What follows belongs to an exercise in optimizing a design on an open flow for small area; a production flow would make more cautious choices.
Only simulation tests tie the RTL to the original design; equivalence was not proved.
Power is estimated from default activity; no workload was simulated.

==> flow/design.v <==
package systolic_result_drain_pkg;
  localparam int unsigned DEF_N          = 8;
  localparam int unsigned DEF_DATA_WIDTH = 32;
  localparam int unsigned DEF_CNT_WIDTH  = $clog2(DEF_N + 1);
  typedef logic [DEF_DATA_WIDTH-1:0] result_row_t [DEF_N];
  typedef enum logic [1:0] {
    ST_IDLE = 2'd0,
    ST_RUN  = 2'd1,
    ST_DONE = 2'd2
  } drain_state_t;
  function automatic integer cnt_width;
    input integer n;
    cnt_width = $clog2(n + 1);
  endfunction
endpackage
module result_column_buffer
#(
  parameter int unsigned N          = 8,
  parameter int unsigned DATA_WIDTH = 32,
  parameter int unsigned CW         = systolic_result_drain_pkg::cnt_width(N),
  parameter int unsigned RW         = $clog2(N)
) (
  input  logic                  clk_i,
  input  logic                  rst_i,
  input  logic                  clear_i,
  input  logic                  wr_en_i,
  input  logic [DATA_WIDTH-1:0] wr_data_i,
  input  logic [RW-1:0]         rd_idx_i,
  output logic [DATA_WIDTH-1:0] rd_data_o,
  output logic [CW-1:0]         count_o,
  output logic                  drop_o
);
  localparam logic [CW-1:0] FULL = CW'(N);
  logic [DATA_WIDTH-1:0] mem [N];
  logic [CW-1:0]         cnt;
  always_ff @(posedge clk_i or posedge rst_i) begin
    if (rst_i) begin
      cnt <= '0;
      for (int unsigned i = 0; i < N; i++) mem[i] <= '0;
    end else if (clear_i) begin
      cnt <= '0;
    end else if (wr_en_i && (cnt < FULL)) begin
      mem[cnt[RW-1:0]] <= wr_data_i;
      cnt              <= cnt + CW'(1);
    end
  end
  assign rd_data_o = mem[rd_idx_i];
  assign count_o   = cnt;
  assign drop_o    = wr_en_i && (cnt == FULL);
endmodule
module systolic_result_drain
#(
  parameter int unsigned N          = 8,
  parameter int unsigned DATA_WIDTH = 32
) (
  input  logic                    clk_i,
  input  logic                    rst_i,
  input  logic                    start_i,
  input  logic [N*DATA_WIDTH-1:0] south_i,
  input  logic [N-1:0]            south_valid_i,
  output logic [N*DATA_WIDTH-1:0] out_data_o,
  output logic                    out_valid_o,
  input  logic                    out_ready_i,
  output logic [$clog2(N)-1:0]    out_row_o,
  output logic                    busy_o,
  output logic                    done_o,
  output logic                    overflow_o
);
  localparam int unsigned CW = systolic_result_drain_pkg::cnt_width(N);
  localparam int unsigned RW = $clog2(N);
  systolic_result_drain_pkg::drain_state_t          state;
  logic [RW-1:0]         row;
  logic                  overflow;
  logic [CW-1:0]         cnt     [N];
  logic [DATA_WIDTH-1:0] rd_data [N];
  logic [N-1:0]          drop;
  logic                  run;
  logic                  start_fire;
  logic                  accept;
  logic                  last_row;
  assign run        = (state == systolic_result_drain_pkg::ST_RUN);
  assign start_fire = (state == systolic_result_drain_pkg::ST_IDLE) && start_i;
  assign accept     = out_valid_o && out_ready_i;
  assign last_row   = (row == RW'(N - 1));
  for (genvar g = 0; g < N; g++) begin : g_col
    result_column_buffer #(
      .N          (N),
      .DATA_WIDTH (DATA_WIDTH),
      .CW         (CW),
      .RW         (RW)
    ) u_col (
      .clk_i     (clk_i),
      .rst_i     (rst_i),
      .clear_i   (start_fire),
      .wr_en_i   (run && south_valid_i[g]),
      .wr_data_i (south_i[g*DATA_WIDTH +: DATA_WIDTH]),
      .rd_idx_i  (row),
      .rd_data_o (rd_data[g]),
      .count_o   (cnt[g]),
      .drop_o    (drop[g])
    );
  end
  always_ff @(posedge clk_i or posedge rst_i) begin
    if (rst_i) begin
      state    <= systolic_result_drain_pkg::ST_IDLE;
      row      <= '0;
      overflow <= 1'b0;
    end else begin
      case (state)
        systolic_result_drain_pkg::ST_IDLE: begin
          if (start_i) begin
            state    <= systolic_result_drain_pkg::ST_RUN;
            row      <= '0;
            overflow <= 1'b0;
          end
        end
        systolic_result_drain_pkg::ST_RUN: begin
          if (|drop) overflow <= 1'b1;
          if (accept) begin
            if (last_row) state <= systolic_result_drain_pkg::ST_DONE;
            else          row   <= row + RW'(1);
          end
        end
        systolic_result_drain_pkg::ST_DONE: state <= systolic_result_drain_pkg::ST_IDLE;
        default: state <= systolic_result_drain_pkg::ST_IDLE;
      endcase
    end
  end
  always_comb begin
    out_valid_o = run;
    for (int unsigned j = 0; j < N; j++) begin
      if (!(cnt[j] > CW'(row))) out_valid_o = 1'b0;
    end
  end
  always_comb begin
    out_data_o = '0;
    for (int unsigned j = 0; j < N; j++) begin
      out_data_o[j*DATA_WIDTH +: DATA_WIDTH] = rd_data[j];
    end
  end
  assign out_row_o  = row;
  assign busy_o     = run;
  assign done_o     = (state == systolic_result_drain_pkg::ST_DONE);
  assign overflow_o = overflow;
endmodule
==> flow/run.sh <==
#!/bin/bash
# synth_recipe.tcl (not shown) runs the flow's synth.tcl, then flattens the netlist and writes it again
# the make line also repeats each setting of config.mk as NAME=value (left out here)
make -C /OpenROAD-flow-scripts/flow DESIGN_CONFIG=/design/flow/config.mk WORK_HOME=/design/flow/orfs CLKGATE_MAP_FILE= SYNTH_SCRIPT=/design/flow/synth_recipe.tcl finish
==> flow/config.mk <==
export PLATFORM = sky130hd
export DESIGN_NAME = systolic_result_drain
export DESIGN_NICKNAME = systolic_result_drain
export VERILOG_FILES = /design/flow/design.v
export SDC_FILE = /design/flow/constraint.sdc
export NUM_CORES = 4
export LEC_CHECK = 0
export CAP_MARGIN = 20
export CORE_MARGIN = 2
export CORE_UTILIZATION = 40
export SLEW_MARGIN = 20
==> flow/constraint.sdc <==
create_clock -name core_clock -period 6.0 [get_ports {clk_i}]
set_input_delay 1.2000 -clock core_clock [delete_from_list [all_inputs] [get_ports {clk_i}]]
set_output_delay 1.2000 -clock core_clock [all_outputs]
set_load 0.01 [all_outputs]
==> results.sh, run 1 <==
export IMPL_status="no timing/DRC/antenna violations"
export IMPL_seq_area_um2=52200
export IMPL_multi_input_comb_area_um2=38700
export IMPL_crit_path_start_kind="flop"
export IMPL_syn_to_final_growth_pct=18.2
export IMPL_drive_gt1_share_pct=41.1
export IMPL_clock_sinks=2086
export IMPL_leakage_nw=47.2
export IMPL_ys_seq_area_share_pct=56.3
export IMPL_dp_hpwl_mm=159
export IMPL_viasPerCell=5.71
export IMPL_cts_inserted_buffers=225
export IMPL_antenna_found_initial=63
export IMPL_cp_arrival_ns=4.72
export IMPL_design_area_um2=110000
export IMPL_num_vias=59510
export IMPL_worst_pin_slew_ns=1.14
export IMPL_worstSkewPairLatency_ns=0.89
export IMPL_die_y_um=485
export IMPL_synth_top_flop_cell="dfrtp_1"
export IMPL_period_share_pct=98.7
export IMPL_grt_overflow_total=0
export IMPL_drtPass1Iterations=9
export IMPL_core_area_um2=230000
export IMPL_maxSlewViolCount=0
export IMPL_dieArea_um2=236000
export IMPL_grt_pass1_wl_mm=409
export IMPL_drcViolationCount=0
export IMPL_htreeDepth=4
export IMPL_rows=176
export IMPL_power_density_nw_per_um2=556
export IMPL_worst_endpoint_required_ns=4.80
export IMPL_synth_distinct_cells=45
export IMPL_io_buffers=530
export IMPL_cts_setup_buffers=0
export IMPL_ys_async_sr_fraction_pct=100
export IMPL_ctsResizeCount=0
export IMPL_grt_pass1_vias=62973
export IMPL_layout_commonest_cell="mux2_2"
export IMPL_cts_tree="yes"
export IMPL_syn_area_um2=92700
export IMPL_wl_mm=270
export IMPL_fin_skew_ns=0.0544
export IMPL_setup_viol=0
export IMPL_hold_viol=0
export IMPL_hold_buffers=0
export IMPL_synth_edf_count=0
export IMPL_most_common_layout_cells="mux2_2, dfrtp_1, clkdlybuf4s50_1"
export IMPL_cp_end_kind="primary output"
export IMPL_synthTopCellsByArea="dfrtp_1, mux2_2, a222oi_1"
export IMPL_initial_core_util_pct=40.3
export IMPL_setup_tns_final_ns=0
export IMPL_ir_drop_v=0.000408
export IMPL_synth_largest_area_cell="dfrtp_1"
export IMPL_syn_nets=7077
export IMPL_ys_ff_latch=2086
export IMPL_fp_dieW_um=485
export IMPL_clockRootBuffer="clkbuf_16"
export IMPL_ys_warnings_count=5
export IMPL_crit_type="flop to primary output"
export IMPL_dpl_cell_area_um2=102000
export IMPL_max_freq_mhz=169
export IMPL_ant_nets=0
export IMPL_period_needed_ns=5.92
export IMPL_synth_cells=6731
export IMPL_yosys_area_top_type_share_pct=56.3
export IMPL_rsz0062_at_grt="false"
export IMPL_hold_class="flop to flop"
export IMPL_nets=7554
export IMPL_path_clk_slew_ns=0.06
export IMPL_cap_violations=0
export IMPL_syn_area_per_cell_um2=13.8
export IMPL_maxSlewHeadroom_pct=24.3
export IMPL_initialDrtViolationCount=4022
export IMPL_cts_path_max_buffers=3
export IMPL_io_pin_count=531
export IMPL_nFillCells=20143
export IMPL_wl_per_cell_um=25.9
export IMPL_grt_use_total_pct=22.7
export IMPL_gp_congestion=0.771
export IMPL_grt_max_degree=158
export IMPL_cp_max_fo=140
## final timing paths
| kind | start | end | slack (ns) | cells past startpoint |
|---|---|---|---|---|
| worst max-delay path | row[2] | out_data_o[234] | 0.08 | 6 |
| worst min-delay path | g_col[5].u_col.mem[1][0] | g_col[5].u_col.mem[1][0] | 0.48 | 1 |
| worst max register to register | state[1] | g_col[6].u_col.mem[6][1] | 2.49 | 7 |
| worst min register to register | g_col[5].u_col.mem[1][0] | g_col[5].u_col.mem[1][0] | 0.48 | 1 |
| max in group asynchronous | rst_i | g_col[2].u_col.mem[2][21] | 3.69 | 5 |
| min in group asynchronous | rst_i | g_col[4].u_col.mem[6][19] | 0.72 | 2 |
## final cells by class
| cell class | instances | area share, % |
|---|---|---|
| Tap cell | 3026 | 3.45 |
| Clock inverter | 76 | 0.889 |
| Antenna cell | 22 | 0.0502 |
| Multi-Input combinational cell | 4146 | 35.3 |
| Clock buffer | 320 | 5.88 |
| Timing Repair Buffer | 712 | 6.70 |
| Inverter | 37 | 0.131 |
| Sequential cell | 2086 | 47.6 |
## state kept, by name, summed over array words and instances, names as in the netlist
| signal | cells |
|---|---|
| g_col.u_col.mem | 2048 |
| state | 2 |
| g_col.u_col.cnt | 32 |
| overflow | 1 |
| row | 3 |
## worst max-delay path, cell delays in order, from the launching register on
cell	delay, ns
dfrtp_4	0.43
buf_12	0.71
buf_4	0.90
mux2_2	0.30
nand2_1	0.05
a41oi_1	0.58
clkdlybuf4s50_1	0.65
## routing by layer
metal / track usage (%) / wire [µm]
met3: 4.96 / 16600
met5: 0 / 387
met2: 37.2 / 128000
met4: 6.44 / 7470
met1: 30.3 / 118000
## through the flow
stage / total power, mW / util (%) / cells / hold slack [ns] / worst slack (ns)
2_1_floorplan: 38.1 / - / 6731 / 0.459 / -24.17
3_3_place_gp: 46.4 / 44.3 / 10002 / 0.469 / 1.07
3_5_place_dp: 47.3 / 44.3 / 10004 / 0.476 / 1.05
4_1_cts: 61.5 / 47.6 / 10400 / 0.488 / 0.0681
5_1_grt: 64.4 / 47.6 / 10417 / 0.500 / 0.0162
6_report: 60.9 / 47.6 / 10425 / 0.484 / 0.0801
## cell usage after synthesis, types with 13 or more instances
master       n
a21o_1      19
nand2_1    521
a222oi_1   259
o21ai_0     25
ha_1        78
a22o_1      13
nand3_1     40
a31oi_1     34
nor2_1     295
a221oi_1    37
buf_2      189
clkbuf_1   250
a22oi_1     13
dfrtp_1   2086
buf_1       22
inv_1       37
a21oi_1     32
mux2_1      44
a41oi_1    223
mux2_2    2424
## report_power, final
group / switching, mW / internal [mW]
combinational: 10.6 / 12.3
sequential: 3.33 / 20.8
clock: 5.89 / 7.98
total: 19.8 / 41.1
## kinds of logic (layout without fill, tap and decap cells)
kind of cell	count (synthesis)	count (layout)	synth area share [%]
DFF	2086	2086	56.3
adders and majority gates	78	78	1.05
muxes	2471	2471	30.0
and+or+nand+nor	922	922	3.98
AOI/OAI and AO/OA	675	675	6.34
other	0	22	0
buffers and inverters	499	1145	2.28
==> run 2, diff against run 1 <==
==> flow/design.v (replaced) <==
package systolic_result_drain_pkg;
  localparam int unsigned DEF_N          = 8;
  localparam int unsigned DEF_DATA_WIDTH = 32;
  localparam int unsigned DEF_CNT_WIDTH  = $clog2(DEF_N + 1);
  typedef logic [DEF_DATA_WIDTH-1:0] result_row_t [DEF_N];
  typedef enum logic [1:0] {
    ST_IDLE = 2'd0,
    ST_RUN  = 2'd1,
    ST_DONE = 2'd2
  } drain_state_t;
  function automatic integer cnt_width;
    input integer n;
    cnt_width = $clog2(n + 1);
  endfunction
endpackage
module result_column_buffer
#(
  parameter int unsigned N          = 8,
  parameter int unsigned DATA_WIDTH = 32,
  parameter int unsigned CW         = systolic_result_drain_pkg::cnt_width(N),
  parameter int unsigned RW         = $clog2(N)
) (
  input  logic                  clk_i,
  input  logic                  rst_i,
  input  logic                  clear_i,
  input  logic                  wr_en_i,
  input  logic [DATA_WIDTH-1:0] wr_data_i,
  input  logic [N-1:0]          rd_sel_i,
  output logic [DATA_WIDTH-1:0] rd_data_o,
  output logic                  avail_o,
  output logic                  drop_o
);
  localparam logic [CW-1:0] FULL = CW'(N);
  logic [DATA_WIDTH-1:0] mem [N];
  logic [CW-1:0]         cnt;
  logic                  wr;
  assign wr = wr_en_i && (cnt < FULL);
  always_ff @(posedge clk_i or posedge rst_i) begin
    if (rst_i)        cnt <= '0;
    else if (clear_i) cnt <= '0;
    else if (wr)      cnt <= cnt + CW'(1);
  end
  always_ff @(posedge clk_i) begin
    if (wr) mem[cnt[RW-1:0]] <= wr_data_i;
  end
  always_comb begin
    rd_data_o = '0;
    avail_o   = 1'b0;
    for (int unsigned i = 0; i < N; i++) begin
      rd_data_o = rd_data_o | (mem[i] & {DATA_WIDTH{rd_sel_i[i]}});
      if (rd_sel_i[i] && (cnt > CW'(i))) avail_o = 1'b1;
    end
  end
  assign drop_o = wr_en_i && (cnt == FULL);
endmodule
module systolic_result_drain
#(
  parameter int unsigned N          = 8,
  parameter int unsigned DATA_WIDTH = 32
) (
  input  logic                    clk_i,
  input  logic                    rst_i,
  input  logic                    start_i,
  input  logic [N*DATA_WIDTH-1:0] south_i,
  input  logic [N-1:0]            south_valid_i,
  output logic [N*DATA_WIDTH-1:0] out_data_o,
  output logic                    out_valid_o,
  input  logic                    out_ready_i,
  output logic [$clog2(N)-1:0]    out_row_o,
  output logic                    busy_o,
  output logic                    done_o,
  output logic                    overflow_o
);
  localparam int unsigned CW = systolic_result_drain_pkg::cnt_width(N);
  localparam int unsigned RW = $clog2(N);
  logic                  run;
  logic                  done;
  logic [N-1:0]          row_oh;
  logic                  overflow;
  logic [N-1:0]          avail;
  logic [N-1:0]          drop;
  logic                  start_fire;
  logic                  accept;
  assign start_fire = !run && !done && start_i;
  assign accept     = out_valid_o && out_ready_i;
  for (genvar g = 0; g < N; g++) begin : g_col
    result_column_buffer #(
      .N          (N),
      .DATA_WIDTH (DATA_WIDTH),
      .CW         (CW),
      .RW         (RW)
    ) u_col (
      .clk_i     (clk_i),
      .rst_i     (rst_i),
      .clear_i   (start_fire),
      .wr_en_i   (run && south_valid_i[g]),
      .wr_data_i (south_i[g*DATA_WIDTH +: DATA_WIDTH]),
      .rd_sel_i  (row_oh),
      .rd_data_o (out_data_o[g*DATA_WIDTH +: DATA_WIDTH]),
      .avail_o   (avail[g]),
      .drop_o    (drop[g])
    );
  end
  always_ff @(posedge clk_i or posedge rst_i) begin
    if (rst_i) begin
      run      <= 1'b0;
      done     <= 1'b0;
      row_oh   <= N'(1);
      overflow <= 1'b0;
    end else begin
      done <= 1'b0;
      if (start_fire) begin
        run      <= 1'b1;
        row_oh   <= N'(1);
        overflow <= 1'b0;
      end
      if (run) begin
        if (|drop) overflow <= 1'b1;
        if (accept) begin
          if (row_oh[N-1]) begin
            run  <= 1'b0;
            done <= 1'b1;
          end else begin
            row_oh <= row_oh << 1;
          end
        end
      end
    end
  end
  assign out_valid_o = run && (&avail);
  always_comb begin
    out_row_o = '0;
    for (int unsigned i = 0; i < N; i++)
      if (row_oh[i]) out_row_o = out_row_o | RW'(i);
  end
  assign busy_o     = run;
  assign done_o     = done;
  assign overflow_o = overflow;
endmodule
==> run 2 against run 1 <==
Worst hold slack better by 0.051 ns. Fmax is 9.6% higher. Total power is 28% lower. Wire length is 25% lower. Count of clock-buffer cells in the layout is 65 lower. Critical path type unchanged. Critical endpoint is now out_valid_o.
==> results.sh, run 2 <==
export IMPL_dp_hpwl_mm=113
export IMPL_cts_inserted_buffers=206
export IMPL_viasPerCell=5.73
export IMPL_grt_overflow_total=0
export IMPL_htreeDepth=4
export IMPL_nFillCells=15195
export IMPL_gp_congestion=0.772
export IMPL_grt_max_degree=136
export IMPL_num_vias=41541
export IMPL_worst_endpoint_required_ns=4.80
export IMPL_io_buffers=530
export IMPL_ys_ff_latch=2091
export IMPL_cap_violations=0
export IMPL_seq_area_um2=62600
export IMPL_yosys_cell_count_top_type="edfxtp_1"
export IMPL_synth_top_flop_cell="edfxtp_1"
export IMPL_fp_dieW_um=437
export IMPL_synthTopCellsByArea="edfxtp_1, a22oi_1, nand4_1"
export IMPL_fin_skew_ns=0.0260
export IMPL_placed_cells=6842
export IMPL_nets=4863
export IMPL_ys_warnings_count=2
export IMPL_layout_commonest_cell="edfxtp_1"
export IMPL_wl_mm=204
export IMPL_syn_area_um2=74800
export IMPL_ant_nets=0
export IMPL_hold_buffers=0
export IMPL_power_density_nw_per_um2=486
export IMPL_layout_setup_ws_ns=0.599
export IMPL_r2r_end="row_oh[4]"
export IMPL_leakage_nw=27.7
export IMPL_period_share_pct=90.0
export IMPL_rr_worst_depth=7
export IMPL_cp_end_kind="primary output"
export IMPL_r2r_slack_ns=2.69
export IMPL_syn_area_per_cell_um2=18.8
export IMPL_cts_setup_buffers=0
export IMPL_grt_pass1_vias=41600
export IMPL_synth_edf_count=2048
export IMPL_hold_viol=0
export IMPL_dp_slack_ns=1.39
export IMPL_setup_viol=0
export IMPL_final_cell_count_no_fill=7253
export IMPL_grt_pass1_wl_mm=294
export IMPL_cp_arrival_ns=4.20
export IMPL_core_area_um2=186000
export IMPL_hold_depth=2
export IMPL_syn_to_final_growth_pct=20.7
export IMPL_drive_gt1_share_pct=10.3
export IMPL_crit_reg2reg_launch="row_oh[2]"
export IMPL_yosys_area_top_type_share_pct=82.2
export IMPL_multi_input_comb_area_um2=11600
export IMPL_die_y_um=437
export IMPL_worstSkewPairLatency_ns=0.83
export IMPL_rows=158
export IMPL_maxSlewHeadroom_pct=8.77
export IMPL_drtPass1Iterations=6
export IMPL_period_needed_ns=5.40
export IMPL_ir_drop_v=0.000357
export IMPL_wl_per_cell_um=28.1
export IMPL_worst_pin_slew_ns=1.37
export IMPL_max_freq_mhz=185
export IMPL_crit_type="flop to primary output"
export IMPL_initialDrtViolationCount=3422
export IMPL_cts_tree="yes"
export IMPL_cts_path_max_buffers=3
export IMPL_ys_async_sr_fraction_pct=2.06
export IMPL_ys_seq_area_share_pct=83.6
export IMPL_synth_distinct_cells=48
export IMPL_worstHoldStart="overflow"
export IMPL_clockRootBuffer="clkbuf_16"
export IMPL_synth_largest_area_cell="edfxtp_1"
export IMPL_rsz0062_at_grt="false"
export IMPL_largest_reg_flops=2048
export IMPL_crit_path_start_kind="flop"
export IMPL_syn_nets=4270
export IMPL_hold_class="flop to flop"
export IMPL_most_common_layout_cells="edfxtp_1, a22oi_1, clkdlybuf4s50_1"
export IMPL_synth_cells=3978
export IMPL_drcViolationCount=0
export IMPL_ctsResizeCount=0
export IMPL_hold_end="overflow"
export IMPL_status="no timing/DRC/antenna violations"
export IMPL_maxSlewViolCount=0
export IMPL_dieArea_um2=191000
export IMPL_path_clk_slew_ns=0.06
export IMPL_io_pin_count=531
export IMPL_ys_top_cells_by_count="edfxtp_1, a22oi_1, nand4_1"
export IMPL_cp_max_fo=46
export IMPL_clock_sinks=2091
export IMPL_grt_use_total_pct=21.0
export IMPL_antenna_found_initial=59
export IMPL_initial_core_util_pct=40.3
export IMPL_setup_tns_final_ns=0
[run 2: cell types whose count changed after synthesis, sizes merged, moves of 259 or more]
cell    delta
mux2    -2468
edfxtp  +2048
dfrtp   -2044
a22oi   +1012
nand2    -447
a222oi   -259
[run 2: cell type report]
type / instances / share of cell area (%)
Tap cell: 2480 / 3.44
Multi-Input combinational cell: 1610 / 12.9
Sequential cell: 2091 / 69.3
Timing Repair Buffer: 634 / 6.82
Antenna cell: 32 / 0.0887
Inverter: 28 / 0.116
Clock inverter: 123 / 1.35
Clock buffer: 255 / 6.02
[run 2: cell families after synthesis]
group                      synth area share, %
AOI/OAI and AO/OA                         10.9
xor gates and xnor gates                0.0936
adders and majority gates                0.401
buffers and inverters                     1.45
DFF                                       83.6
muxes                                   0.0869
and+or+nand+nor                           3.43
[run 2: power by group]
part | total, mW | internal [mW] | switching, mW
Clock | 12.7 | 7.26 | 5.45
Sequential | 18.8 | 18.0 | 0.878
Combinational | 12.3 | 4.81 | 7.52
[run 2: critical path, stage by stage (launching register included)]
cell             delay, ns
dfrtp_4               0.90
buf_4                 0.64
a21oi_1               0.14
o32ai_1               0.25
a221o_1               0.17
nand4_1               0.17
nor2_1                0.30
clkdlybuf4s50_1       0.76
[run 2: how the worst max path moves through the flow]
stage                           startpoint                        to  slack [ns]  cells after the start
final                            row_oh[2]               out_valid_o        0.60                      7
after global routing             row_oh[2]               out_valid_o        0.36                      7
after floorplan           south_valid_i[3]  g_col[3].u_col.mem[0][0]        1.72                      4
after detailed placement         row_oh[2]               out_valid_o        1.39                      6
after CTS                        row_oh[2]               out_valid_o        0.44                      7
after global placement           row_oh[2]               out_valid_o        1.39                      7
[run 2: layer usage]
layer	part of all wire, %	up-vias	wire length, µm	GRT usage (%)
met5	0.12	-	254	0
met2	49	1414	99000	33.7
li1	-	17978	-	-
met3	6.1	378	12500	4.18
met4	4.3	40	8700	10.2
met1	41	21731	83100	27.3
[run 2: per-stage QoR]
| step | util (%) | hold slack [ns] | area [µm²] | total power, mW |
|---|---|---|---|---|
| after detailed placement | 45.0 | 0.539 | 83600 | 31.6 |
| after floorplan | - | 0.514 | 74800 | 24.4 |
| after global routing | 48.7 | 0.585 | 90300 | 45.6 |
| final | 48.7 | 0.534 | 90300 | 43.9 |
| after CTS | 48.6 | 0.553 | 90200 | 44.3 |
| after global placement | 45.0 | 0.532 | 83500 | 31.5 |

static timing again, ports no longer ideal:
No port has a modelled driver above. Below, the same layouts with a new extraction and two added sets of constraints.
Step 1 assumes that a clkbuf_16 drives the clock port and a buf_2 every other input.
Step 2, shift: input delay + t, output delay - t, t = (earliest + latest rising clock arrival at the registers) / 2. This alone moves slack from input paths to output paths.
Slacks: ideal / step 1 / step 2; pairs: ideal / step 1.
run | shift t [ns] | setup WS [ns] | hold WS [ns] | worst slew at a driven data input, ns
run 1 | 0.951 | 0.080 / -0.012 / 0.939 | 0.484 / 0.484 / 0.484 | 0.22
run 2 | 0.908 | 0.599 / 0.514 / 1.422 | 0.534 / 0.534 / 0.534 | 0.23
After both steps setup and hold are still met in every run listed.
